This is an optimization exercise on Yosys and OpenROAD, whose aim is small area and a short achievable clock period, not a production implementation.
In this exercise RTL edits were held to simulation tests only and were not proved equivalent to the original.
Power is estimated from default activity; no workload was simulated.

==> flow/design.v, too long to show whole: its modules and the start of the top module <==
// module apb_regs: 133 lines
// module fir_filter: 1890 lines
// module fa_add: 10 lines
// module ha_add: 9 lines
// module result_fifo: 96 lines
// module apb_acc_top: 77 lines
module apb_acc_top (
  input  wire logic         i_clk,
  input  wire logic         i_reset,
  input  wire logic [11:0]  i_paddr,
  input  wire logic [31:0]  i_pwdata,
  input  wire logic         i_pwrite,
  input  wire logic         i_psel,
  input  wire logic         i_penable,
  output logic      [31:0]  o_prdata,
  output logic              o_pready,
  output logic              o_pslverr
);
  // ...
==> flow/run.sh <==
#!/bin/bash
# synth_recipe.tcl (not shown) runs the flow's synth.tcl, then flattens the netlist and writes it again
# the make line also repeats each setting of config.mk as NAME=value (left out here)
make -C /OpenROAD-flow-scripts/flow DESIGN_CONFIG=/design/flow/config.mk WORK_HOME=/design/flow/orfs CLKGATE_MAP_FILE= SYNTH_SCRIPT=/design/flow/synth_recipe.tcl finish
==> flow/config.mk <==
export PLATFORM = sky130hd
export DESIGN_NAME = apb_acc_top
export DESIGN_NICKNAME = apb_acc_top
export VERILOG_FILES = /design/flow/design.v
export SDC_FILE = /design/flow/constraint.sdc
export NUM_CORES = 4
export LEC_CHECK = 0
export CAP_MARGIN = 20
export CORE_MARGIN = 2
export CORE_UTILIZATION = 40
export CTS_BUF_LIST = sky130_fd_sc_hd__clkbuf_4 sky130_fd_sc_hd__clkbuf_8
export SETUP_SLACK_MARGIN = 4.2
export SLEW_MARGIN = 20
export SYNTH_HIERARCHICAL = 1
export TNS_END_PERCENT = 20
==> flow/constraint.sdc <==
create_clock -name core_clock -period 7.0 [get_ports {i_clk}]
set_input_delay 1.4000 -clock core_clock [delete_from_list [all_inputs] [get_ports {i_clk}]]
set_output_delay 1.4000 -clock core_clock [all_outputs]
set_load 0.01 [all_outputs]
==> results.cfg, run 1 <==
[cts]
cts_buffers = 155
cts-root-buf = clkbuf_8
ctsHoldBuffers = 0
cts-resized-gates = 311
postCtsSetupRepairBufs = 29

[placed_design]
hpwl_um = 103300
dp.cells = 5105
port_buffers = 78

[worst_setup_path]
r2r-start = u_regs.tap_q[7][9]$_DFFE_PP0P_
crit_type = reg -> reg
critPathTopFamily = adder cells
path_common_cell = fa_1
cp.required_ns = 7.70
rr_worst_depth = 5
arrival_ns = 3.66

[worst_hold_path]
min_to = u_filter.r2_0_0$_DFF_P_

[timing]
holdWs_ns = 0.3237
maxSlewViolCount = 0
fin_crit_sh_pct = 42.25
finalSetupViolCount = 0

[global_routing]
met1_usage_pct = 33.67
busiest_layer = met2
grt_util_met2_pct = 37.47

[pwr]
vdd.ir_drop.worst_v = 0.0001867
finalPower_w = 0.01323
clock_power_share_pct = 39.2
power.density_nw_per_um2 = 238.7

[layout]
final_common_cell = edfxtp_1
multi_input_cells = 2350
stdcell_area_um2 = 55410
regArea_um2 = 23420
area_growth_pct = 15.75
antenna-diode-count = 3
top_register = u_fifo.mem
seq_cell_count = 919
num-clock-buffers = 231

[die]
die_w_um = 349.9
core_area_um2 = 118400
n_tap_cell = 1600

[run]
max_cap_viol_count = 0

[detailed_routing]
viasPerCell = 5.748
ant_nets = 0

[run_status]
outcome = timing/DRC/antenna clean
==> run 2, diff against run 1 <==
--- a/flow/config.mk
+++ b/flow/config.mk
@@ -9,7 +9,7 @@
 export CORE_MARGIN = 2
 export CORE_UTILIZATION = 40
 export CTS_BUF_LIST = sky130_fd_sc_hd__clkbuf_4 sky130_fd_sc_hd__clkbuf_8
-export SETUP_SLACK_MARGIN = 4.2
+export SETUP_SLACK_MARGIN = 4.4
 export SLEW_MARGIN = 20
 export SYNTH_HIERARCHICAL = 1
 export TNS_END_PERCENT = 20
==> run 2 against run 1 <==
Worst setup slack improved by 0.041 ns; area after synthesis did not move; clock power rose by 0.8%; via count rose by 2.3%; cell area rose by 4.4%.
==> results.cfg, run 2 <==
[global_routing]
grt_pass1_vias = 32230
grt_first_pass_wirelength_um = 222400
grtUsageTotal_pct = 25.20
antenna_found_initial = 9
grt_max_degree = 84
grt_overflow = 0

[layout]
final_cell_mix = edfxtp_1, fa_1, xnor2_1, dfxtp_1, a22oi_1
nets = 4333
final_common_cell = edfxtp_1
area_growth_pct = 20.79
utilization_pct = 48.84
stdcell_area_um2 = 57820
fill_cells = 10250
largest_reg_flops = 416
reg.largest.list = u_fifo.mem: 416 flops, u_regs.tap_q: 96 flops, u_filter.dly: 84 flops
top_register = u_fifo.mem
drive_gt1_share_pct = 32.21

[pwr]
leakage_nw = 22.06
power.density_nw_per_um2 = 236.8
vdd.ir_drop.worst_v = 0.0002450

[worst_setup_path]
cp_slowest_stage_delay_ns = 0.52
crit_buf_inv = 4
crit_type = reg -> reg
arrival_ns = 3.67
path_common_cell = buf_12
slowest_stage = dfrtp_4
critPathTopFamily = compound AO/OA/AOI/OAI gates
end_kind = flip-flop
cp-start-kind = flip-flop
critPathMaxFanout = 7
cp.required_ns = 7.75
worstPathCellList = buf_12 -> buf_12 -> buf_16 -> buf_6 -> mux4_2 -> a22o_1 -> nor2_2 -> and4_4 -> nand3_4 -> o31a_1 -> nand2_1 -> a21oi_2

[detailed_routing]
viasPerCell = 5.744
ant_nets = 0
wl_um = 155700
first_iter_violations = 3713
drtPass1Iterations = 7
vias = 32200
drc_errors = 0
detail_route.wl_per_cell_um = 27.79

[die]
die_y_um = 349.9
dieArea_um2 = 122500
rows = 126
core_area_um2 = 118400
start_util_pct = 40.43
io_pins = 83
die_w_um = 349.9

[logic_synthesis]
syn_area_um2 = 47870
synth_fp_nets = 4042
syn_inst = 3581
yosysWarnings = 26
synth.avg_cell_area_um2 = 13.37

[timing]
rsz0062_at_grt = true
tightest_slew_ns = 1.027
fmax_mhz = 342.9
finClkSkew_ns = 0.06432
slew_headroom_pct = 30.82
fin_crit_sh_pct = 41.66
timing.setup.tns_ns = 0
maxSlewViolCount = 0
hold_viol = 0
period_minus_slack_ns = 2.917
finalSetupViolCount = 0

[cts]
cts_num_sinks = 919
clk_latency_ns = 0.88
clkSlewWorstSetupHoldPaths_ns = 0.06
cts-root-buf = clkbuf_8
htreeDepth = 4
cts_buffers = 157
tritoncts = done
ctsHoldBuffers = 0
clockBufferDepth = 3

[run]
max_cap_viol_count = 0

[placed_design]
place.gp.congestion = 0.9930
hpwl_um = 105000
port_buffers = 78
post_dp_cell_area_um2 = 50340

[run_status]
outcome = timing/DRC/antenna clean

[worst_hold_path]
hold_path.class = reg -> reg
## run 2: worst reg2reg max path, delay by kind of cell, from the launching register on
family | cells | cell delay, ns
compound gates | 3 | 0.70
simple gates | 4 | 0.60
flops | 1 | 0.52
mux | 1 | 0.41
buf+inv | 4 | 0.58
## run 2: area by class of cell
class | count | area, µm² | share of cell area, %
Multi-Input combinational cell | 2351 | 24720 | 42.76
Sequential cell | 919 | 23640 | 40.89
Timing Repair Buffer | 346 | 3660 | 6.329
Clock buffer | 231 | 2892 | 5.001
Tap cell | 1600 | 2002 | 3.462
Clock inverter | 58 | 520.5 | 0.9002
Inverter | 97 | 372.9 | 0.6448
Antenna cell | 3 | 7.507 | 0.01298
## run 2: worst paths after layout
check | slack [ns] | to | cells after the start | from
setup reg to reg | 4.08 | u_regs.rd_q[26]$_DFF_P_ | 12 | u_fifo.rd_ptr[0]$_DFFE_PP0P_
hold reg to reg | 0.32 | u_filter.r2_0_0$_DFF_P_ | 0 | u_filter.r1_0_0$_DFF_P_
hold / removal | 0.32 | u_filter.r2_0_0$_DFF_P_ | 0 | u_filter.r1_0_0$_DFF_P_
setup / recovery | 4.08 | u_regs.rd_q[26]$_DFF_P_ | 12 | u_fifo.rd_ptr[0]$_DFFE_PP0P_
max in group asynchronous | 4.78 | u_regs.tap_q[3][6]$_DFFE_PP0P_ | 3 | i_reset
min in group asynchronous | 1.13 | u_regs.rd_out_q$_DFF_PP0_ | 2 | i_reset
## run 2: routing by layer
metal	routed length [µm]	share of wire (%)	vias up	global-route usage [%]
met5	42	0.027	-	0
li1	-	-	13520	-
met1	63670	41	16480	34.80
met2	69910	45	1812	38.65
met3	16220	10	379	6.171
met4	5907	3.8	6	8.990
## run 2: metrics by stage
stage	std cells	hold slack, ns	power, W	worst slack (ns)
finish	5605	0.3228	0.01369	4.083
global route	5603	0.3315	0.01417	3.980
CTS	5563	0.3221	0.01369	4.084
detailed placement	5112	0.3135	0.007889	2.474
global placement	5110	0.3141	0.007850	2.570
floorplan	3581	0.3096	0.007169	3.676
## run 2: where the power goes
group / internal (W) / switching (W) / leakage, nW
logic: 0.000937 / 0.00132 / 11.7
clock network: 0.00285 / 0.00237 / 1.80
registers: 0.00616 / 0.0000601 / 8.54
total: 0.00994 / 0.00375 / 22.1
## run 2: timing repair
item,in CTS,in global routing
pin swaps,126,39
setup endpoints to repair,752,482
gates cloned,16,5
resized for setup,679,114
hold endpoints to repair,0,0
setup buffers,146,28

## port drivers added, routing unchanged
The flow's constraints put no driver on any port. The routed layouts listed below were extracted and timed again, unchanged, in two steps. Step 1, drivers: a clkbuf_16 drives i_clk and a buf_2 each remaining input, both assumed. Step 2 adds t to the input delays and takes it off the output delays; t is the mean of the earliest and latest rising clock arrival at the registers after step 1. Input paths then give back, and output paths get back, about the clock's delay inside the block. Three values: ideal, step 1, step 2; two values: the first two.
run | t (ns) | slack for setup (ns) | worst setup path after step 2 | worst slew at a driven data input, ns
run 1 | 0.922 | 4.042 / 4.042 / 3.215 | input to register | 0.09
run 2 | 0.913 | 4.083 / 4.083 / 3.356 | input to register | 0.05
After both steps setup and hold are still met in every run listed. For run 1, which loses most, drivers alone change the setup slack by 0.000 ns; drivers and shift together by -0.827 ns.
